Context: an optimization exercise on an open-source flow, tuned for small area, a short achievable clock period and few clock cycles per item. The choices shown serve that exercise and are no tape-out recipe. The RTL was checked by simulation tests, not by an equivalence proof against the original design.

## flow/design.v (module list and top-level ports; edited modules follow where they fit)
// module mdu_mac: 2543 lines
// module mdu_fa: 10 lines
// module mdu_ha: 9 lines
// module mdu_divstep: 21 lines
// module e_mdu: 173 lines
module e_mdu (
  input  logic        clk,
  input  logic        reset,
  input  logic        start,
  input  logic [3:0]  md_op,
  input  logic [31:0] rs_val,
  input  logic [31:0] rt_val,
  output logic        busy,
  output logic [31:0] mu_result,
  output logic [31:0] hi,
  output logic [31:0] lo
);
  // ...
==> flow/run.sh <==
#!/bin/bash
# synth_recipe.tcl (not shown) runs the flow's synth.tcl, then flattens the netlist and writes it again
# the make line also repeats each setting of config.mk as NAME=value (left out here)
make -C /OpenROAD-flow-scripts/flow DESIGN_CONFIG=/design/flow/config.mk WORK_HOME=/design/flow/orfs CLKGATE_MAP_FILE= SYNTH_SCRIPT=/design/flow/synth_recipe.tcl finish
==> flow/config.mk <==
export PLATFORM = sky130hd
export DESIGN_NAME = e_mdu
export DESIGN_NICKNAME = e_mdu
export VERILOG_FILES = /design/flow/design.v
export SDC_FILE = /design/flow/constraint.sdc
export NUM_CORES = 4
export LEC_CHECK = 0
export ABC_AREA = 1
export CAP_MARGIN = 20
export CORE_MARGIN = 2
export CORE_UTILIZATION = 50
export SLEW_MARGIN = 20
export SYNTH_HIERARCHICAL = 1
==> flow/constraint.sdc <==
create_clock -name core_clock -period 110.0 [get_ports {clk}]
set_input_delay 22.0000 -clock core_clock [delete_from_list [all_inputs] [get_ports {clk}]]
set_output_delay 22.0000 -clock core_clock [all_outputs]
set_load 0.01 [all_outputs]
==> impl_metrics.yaml, run 1 <==
worst_setup_path:
  crit_type: "primary input to output pin"
  regToRegSetupSlack_ns: 66.21
  crit_path_end_kind: "output pin"
  worstPathArrival_ns: 24.54
  critPathTopFamily: "buffers and inverters"
  crit_slowest_cell: "nand2_1"
cts:
  insertion_delay_ns: 0.40
  post_cts_buffers: 0
  cts_tree: "built"
  cts_hold_buf: 0
floorplan:
  row_count: 102
placement:
  port-buffer-count: 167
layout:
  final_common_cell: "nand2_1"
  nMultiInputCombCells: 3951
  fin_nets: 5595
  diodes: 0
  multi_input_area_um2: 33430
  seq_share: 0.06687
  fin_area_um2: 41840
  layout-drive-gt1-share: 0.06627
  buf_share: 0.06107
min_path:
  whs_endpoint: "cnt_reg[3]"
drt:
  vias_per_cell: 6.560
  post_drt_wl_per_cell_um: 31.41
  drc_errors: 0
  routed_wl_um: 181500
  m1WireLength_um: 67890
logic_synthesis:
  synth_compound_area_frac: 0.1648
  yosysWarnings: 7
  synth_top_cell_by_area: "fa_1"
  dominantRegCellSynth: "dfrtp_1"
  syn-cell-area_um2: 39020
  synth_fa_ha_area_frac: 0.3845
global_routing:
  grt_pass1_wl_um: 260800
timing:
  timing.final.hold_violations: 0
  drv_slew: 0
status:
  status: "complete, no violations"
Testbench counts, summed over its fixed seeds: cycles 5,606, ops 4,000.
==> inputs of run 2 (changes only) <==
==> flow/flow/run.sh (new file) <==
#!/bin/bash
# Standard layout, with every port buffered by the smallest plain buffer instead of the
# delay buffer that buffer_ports picks by default.
set -e
export BUFFER_PORTS_ARGS="-buffer_cell sky130_fd_sc_hd__buf_1"
bash standard.sh > standard_flow.log 2>&1
==> flow/standard.sh (new file) <==
#!/bin/bash
# synth_recipe.tcl (not shown) runs the flow's synth.tcl, then flattens the netlist and writes it again
# the make line also repeats each setting of config.mk as NAME=value (left out here)
make -C /OpenROAD-flow-scripts/flow DESIGN_CONFIG=/design/flow/config.mk WORK_HOME=/design/flow/orfs CLKGATE_MAP_FILE= SYNTH_SCRIPT=/design/flow/synth_recipe.tcl "${@:-finish}"
removed: flow/run.sh
==> impl_metrics.yaml, run 2 <==
cts:
  h-tree-depth: 3
  cts_buffer_depth: 2
  post_cts_buffers: 0
  insertion_delay_ns: 0.39
  cts-buffers-inserted: 9
  cts_tree: "built"
  cts_hold_buf: 0
  cts_resized: 0
  cts_sinks: 105
  clkSlewWorstSetupHoldPaths_ns: 0.09
  cts_root_buf: "clkbuf_16"
drt:
  drc_errors: 0
  vias: 37860
  routed_wl_um: 183600
  post_drt_wl_per_cell_um: 31.71
  dr_wl_met3_um: 25030
  ant_nets: 0
  highest_layer: "met5"
  wl_met2_um: 74930
  vias_per_cell: 6.540
  dr.pass1.iters: 14
  drtIter0Drc: 5006
  m1WireLength_um: 67450
worst_setup_path:
  crit_fanout: 32
  cp-start-kind: "primary input"
  crit_path_end_kind: "output pin"
  ff2ff_path_depth: 118
  worstPathArrival_ns: 23.78
  setup.worst_path.end: "mu_result[2]"
  rr_startpoint: "dn_reg[0]"
  startpoint: "md_op[3]"
  cp_data_required_time_ns: 88.00
  crit_type: "primary input to output pin"
  regToRegSetupSlack_ns: 66.15
  rr_endpoint: "lo_reg[31]"
logic_synthesis:
  synth-seq-cells: 105
  synth_cell_types: 60
  yosysMostFrequentCell: "nand2_1"
  synth_area_leaders: "fa_1 (35%), xnor2_1 (12%), o22ai_1 (9.0%)"
  yosysWarnings: 7
  synth_edf_count: 35
  syn_avg_cell_area_um2: 8.136
  async_reset_ff_frac: 0.6571
  yosysSeqAreaShare: 0.07170
  synth_common_cells: "nand2_1 (860), fa_1 (680), o22ai_1 (559), xnor2_1 (520), inv_1 (323)"
  netlist.area_leader.share: 0.3489
  syn-cell-area_um2: 39020
  synth_cells: 4796
  synth_top_cell_by_area: "fa_1"
  dominantRegCellSynth: "dfrtp_1"
placement:
  dp_cells: 5772
  gp_congestion: 1.088
  hpwl_um: 134900
  port-buffer-count: 167
  place_ws_ns: 64.27
global_routing:
  overflow: 0
  grt_max_degree: 66
  grt_pass1_vias: 37340
  grtUsageTotal: 0.4535
  antenna_found_initial: 5
  grt_pass1_wl_um: 265200
layout:
  final_cell_mix: "nand2_1 (846), fa_1 (679), o22ai_1 (559)"
  syn_to_final_growth_pct: 4.791
  fill_cells: 7668
  final_common_cell: "nand2_1"
  fin_nets: 5605
  final_cells: 5789
  layout-drive-gt1-share: 0.06845
timing:
  timing.final.hold_violations: 0
  layout_setup_ws_ns: 64.22
  setup_viol: 0
  tightest_slew_ns: 1.252
  min_period_ns: 45.78
  clock.fmax_mhz: 21.84
  tns_ns: 0
  relSlewSlack: 0.1628
  fin_crit_sh: 0.4162
  finalClockSkew_ns: 0.01073
  drv_slew: 0
  rsz0062_at_grt: "false"
min_path:
  hp-start: "cnt_reg[3]"
  min_path_type: "flop to flop"
floorplan:
  row_count: 102
  io_pins: 168
  fp.dieW_um: 283.4
  initial_core_util: 0.5045
  die_h_um: 283.4
  core_um2: 77340
  die_area_um2: 80290
status:
  status: "complete, no violations"
flow_run:
  maxCapViolCount: 0
run 2: cell counts after synthesis:
No cell type changed its count.
run 2: through the flow:
| step | utilization | hold WS, ns | instance area, um^2 |
|---|---|---|---|
| after floorplan | - | 0.4788 | 39030 |
| after global placement | 0.5247 | 0.5144 | 40580 |
| after detailed placement | 0.5247 | 0.4995 | 40580 |
| after CTS | 0.5287 | 0.5231 | 40890 |
| after global routing | 0.5287 | 0.5781 | 40890 |
| final | 0.5287 | 0.5258 | 40890 |
run 2: worst min path at each step:
| stage | end | slack (ns) | depth (start not counted) |
|---|---|---|---|
| floorplan | cnt_reg[3] | 0.48 | 2 |
| global placement | cnt_reg[3] | 0.51 | 2 |
| detailed placement | cnt_reg[3] | 0.50 | 2 |
| CTS | cnt_reg[3] | 0.52 | 2 |
| global route | cnt_reg[3] | 0.58 | 2 |
| finish | cnt_reg[3] | 0.53 | 2 |
run 2: worst max-delay path: stages:
cell and delay (ns):
buf_1 0.17, inv_1 0.06, nor2_1 0.25, nand2_1 0.61
o22ai_1 0.49, buf_1 0.19
run 2: cell type report:
class                      instances  area [um^2]  area share
multi-input combinational       3951        33430      0.8177
clock inverter                     7        85.08    0.002081
antenna                            1        2.502  0.00006120
sequential                       105         2798     0.06842
tap                             1040         1301     0.03182
clock buffer                       9        225.2    0.005508
timing repair buffer             295         1592     0.03892
inverter                         381         1453     0.03553
run 2: cell families (layout without fill, tap and decap cells):
family          after synthesis  in the layout  synth area share
mux                           7              7          0.001860
other cells                   1              4        0.00009610
simple gates               1434           1434            0.1544
flops                       105            105           0.07170
buf+inv                     742            692           0.07753
xor+xnor                    647            647            0.1452
fa+ha+maj                   791            791            0.3845
compound gates             1069           1069            0.1648
run 2: per-module statistics from Yosys (local to each module, per instance):
module	area, um^2	flops+latches
mdu_mac	12950	0
e_mdu	11090	105
mdu_divstep	491.7	0
mdu_ha	12.51	0
mdu_fa	20.02	0
run 2: per-layer routing:
layer  track usage  vias to the layer above
li1              -                    15810
met2        0.6423                     2918
met4        0.3287                        8
met3        0.1426                      623
met5             0                        -
met1        0.5841                    18500
==> inputs of run 3 (changes only) <==
==> flow/flow/run.sh (replaced) <==
#!/bin/bash
# Standard layout, with every port buffered by the smallest plain buffer instead of the
# delay buffer that buffer_ports picks by default, and timing repair aiming for 65 ns of
# setup slack, so that it sizes up the md_op -> mu_result read path (the one path that
# sets the achieved period) instead of stopping at 0 ns.
set -e
export BUFFER_PORTS_ARGS="-buffer_cell sky130_fd_sc_hd__buf_1"
bash standard.sh SETUP_SLACK_MARGIN=65 finish > standard_flow.log 2>&1
==> impl_metrics.yaml, run 3 <==
status:
  status: "complete, no violations"
logic_synthesis:
  synth_cells: 4796
  synth_top_cell_by_area: "fa_1"
  synth_edf_count: 35
  synth_cell_types: 60
  dominantRegCellSynth: "dfrtp_1"
  syn-cell-area_um2: 39020
  synth-seq-cells: 105
  yosysWarnings: 7
  async_reset_ff_frac: 0.6571
  yosysSeqAreaShare: 0.07170
  netlist.area_leader.share: 0.3489
  syn_avg_cell_area_um2: 8.136
  yosysMostFrequentCell: "nand2_1"
  synth_area_leaders: "fa_1 (35%), xnor2_1 (12%), o22ai_1 (9.0%)"
  synth_common_cells: "nand2_1 (860), fa_1 (680), o22ai_1 (559), xnor2_1 (520), inv_1 (323)"
drt:
  routed_wl_um: 184300
  post_drt_wl_per_cell_um: 31.80
  ant_nets: 0
  drtIter0Drc: 4637
  vias: 37920
  dr.pass1.iters: 6
  drc_errors: 0
  vias_per_cell: 6.542
global_routing:
  grt_pass1_wl_um: 265800
  grtUsageTotal: 0.4546
  grt_pass1_vias: 37360
  grt_max_degree: 66
  antenna_found_initial: 6
  overflow: 0
cts:
  cts-buffers-inserted: 9
  h-tree-depth: 3
  cts_buffer_depth: 2
  cts_tree: "built"
  cts_root_buf: "clkbuf_16"
  insertion_delay_ns: 0.39
  clkSlewWorstSetupHoldPaths_ns: 0.09
  cts_sinks: 105
timing:
  relSlewSlack: 0.1337
  fin_crit_sh: 0.4092
  setup_viol: 0
  tightest_slew_ns: 1.295
  rsz0062_at_grt: "true"
  drv_slew: 0
  finalClockSkew_ns: 0.01062
  timing.final.hold_violations: 0
  clock.fmax_mhz: 22.22
  min_period_ns: 45.01
  tns_ns: 0
worst_setup_path:
  ff2ff_path_depth: 118
  cp_data_required_time_ns: 88.00
  rr_startpoint: "dn_reg[0]"
  crit_path_end_kind: "output pin"
  worstPathCellList: "buf_2, inv_1, nor2_4, nand2_4, o22ai_1, buf_1"
  regToRegSetupSlack_ns: 66.37
  cp-start-kind: "primary input"
  crit_fanout: 16
  rr_endpoint: "lo_reg[31]"
  max_stage_delay_ns: 0.22
  worstPathArrival_ns: 23.01
  crit_slowest_cell: "o22ai_1"
  crit_type: "primary input to output pin"
flow_run:
  maxCapViolCount: 0
placement:
  port-buffer-count: 167
  hpwl_um: 134900
  gp_congestion: 1.088
  dp_cells: 5772
floorplan:
  initial_core_util: 0.5045
  fp.dieW_um: 283.4
  core_um2: 77340
  io_pins: 168
  row_count: 102
  die_h_um: 283.4
  die_area_um2: 80290
layout:
  syn_to_final_growth_pct: 5.352
  final_common_cell: "nand2_1"
  layout-drive-gt1-share: 0.07886
  final_cell_mix: "nand2_1 (844), fa_1 (678), o22ai_1 (548)"
  final_util: 0.5315
  fin_nets: 5612
  final_cells: 5797
min_path:
  whs_path_depth: 2
  min_path_type: "flop to flop"
  whs_endpoint: "cnt_reg[3]"
  hp-start: "cnt_reg[3]"
[run 3: cell counts after synthesis]
No cell type changed its count.
[run 3: routing by layer]
layer	GRT usage	vias to the layer above	routed length, um
li1	-	15830	-
met1	0.5841	18560	68420
met5	0	-	70
met4	0.3200	12	15860
met2	0.6483	2903	75620
met3	0.1448	621	24360
[run 3: area by class of cell]
type | instances | area, um^2
fillers | 7636 | 36230
multi-input cells | 3954 | 33590
flip-flops and latches | 105 | 2798
repair buffers | 299 | 1652
inverters | 381 | 1458
well taps | 1040 | 1301
clock buffers | 9 | 225.2
clock inverters | 7 | 85.08
diodes | 2 | 5.005
[run 3: worst max-delay path by stage]
stage,depth (start not counted),start,end
floorplan,5,md_op[0],mu_result[0]
global placement,6,md_op[3],mu_result[8]
detailed placement,6,md_op[3],mu_result[2]
CTS,6,md_op[1],mu_result[8]
global route,7,md_op[2],mu_result[12]
finish,6,md_op[3],mu_result[12]
[run 3: kinds of logic (layout without fill, tap and decap cells)]
logic type	Yosys count	in the layout	synth area share
multiplexers	7	7	0.001860
AND/OR/NAND/NOR	1434	1437	0.1544
XOR/XNOR	647	647	0.1452
flip-flops	105	105	0.07170
AO/OA/AOI/OAI	1069	1069	0.1648
buffers and inverters	742	696	0.07753
other	1	5	0.00009610
adder cells (fa/ha/maj)	791	791	0.3845
[run 3: through the flow]
step	cell area, um^2	worst slack [ns]	hold WS (ns)
detailed placement	40580	64.27	0.4995
floorplan	39030	65.18	0.4788
global route	41110	64.93	0.5781
CTS	40960	65.02	0.5231
global placement	40580	64.38	0.5144
finish	41110	64.99	0.5265
[run 3: timing repair]
| action | in CTS | in global routing |
|---|---|---|
| resized for setup | 16 | 37 |
| pin swaps | 2 | 2 |
| setup buffers | 1 | 3 |
| hold buffers | 0 | 0 |
| setup endpoints to repair | 32 | 34 |
| gates cloned | 1 | 2 |
[run 3: critical path, delay by kind of cell]
family | cells | cell delay [ns]
buf+inv | 3 | 0.42
simple gates | 2 | 0.37
compound gates | 1 | 0.22
[run 3: per-module statistics from Yosys (local to each module, per instance)]
| module | cells | times used |
|---|---|---|
| e_mdu | 1780 | 1 |
| mdu_divstep | 104 | 3 |
| mdu_fa | 1 | 646 |
| mdu_ha | 1 | 46 |
| mdu_mac | 2012 | 1 |

==> port drivers added, routing unchanged <==
No port has a modelled driver above. Below, the same layouts with a new extraction and two added sets of constraints. Step 1: set_driving_cell puts a clkbuf_16 on clk and a buf_2 on each other input, an assumption about the parent block. Step 2 times the ports against the registers' clock, not the clock port: input delays grow and output delays shrink by t, the midpoint of the rising clock arrivals with the driver on. Slacks: ideal ports / drivers / drivers and shift; pairs: ideal ports / drivers.
run | shift t [ns] | slack for setup (ns) | worst register clock-pin slew, ns | worst data-port slew with drivers (ns) | pins driven straight from the clock port
run 1 | 0.456 | 63.462 / 63.428 / 63.428 | 0.10 / 0.10 | 0.07 | 1
run 2 | 0.446 | 64.222 / 64.190 / 64.190 | 0.09 / 0.09 | 0.05 | 1
run 3 | 0.444 | 64.993 / 64.961 / 64.961 | 0.09 / 0.09 | 0.05 | 1
After both steps setup and hold are still met in every run listed. For run 1, which loses most, drivers alone change the setup slack by -0.034 ns; drivers and shift together by -0.034 ns.
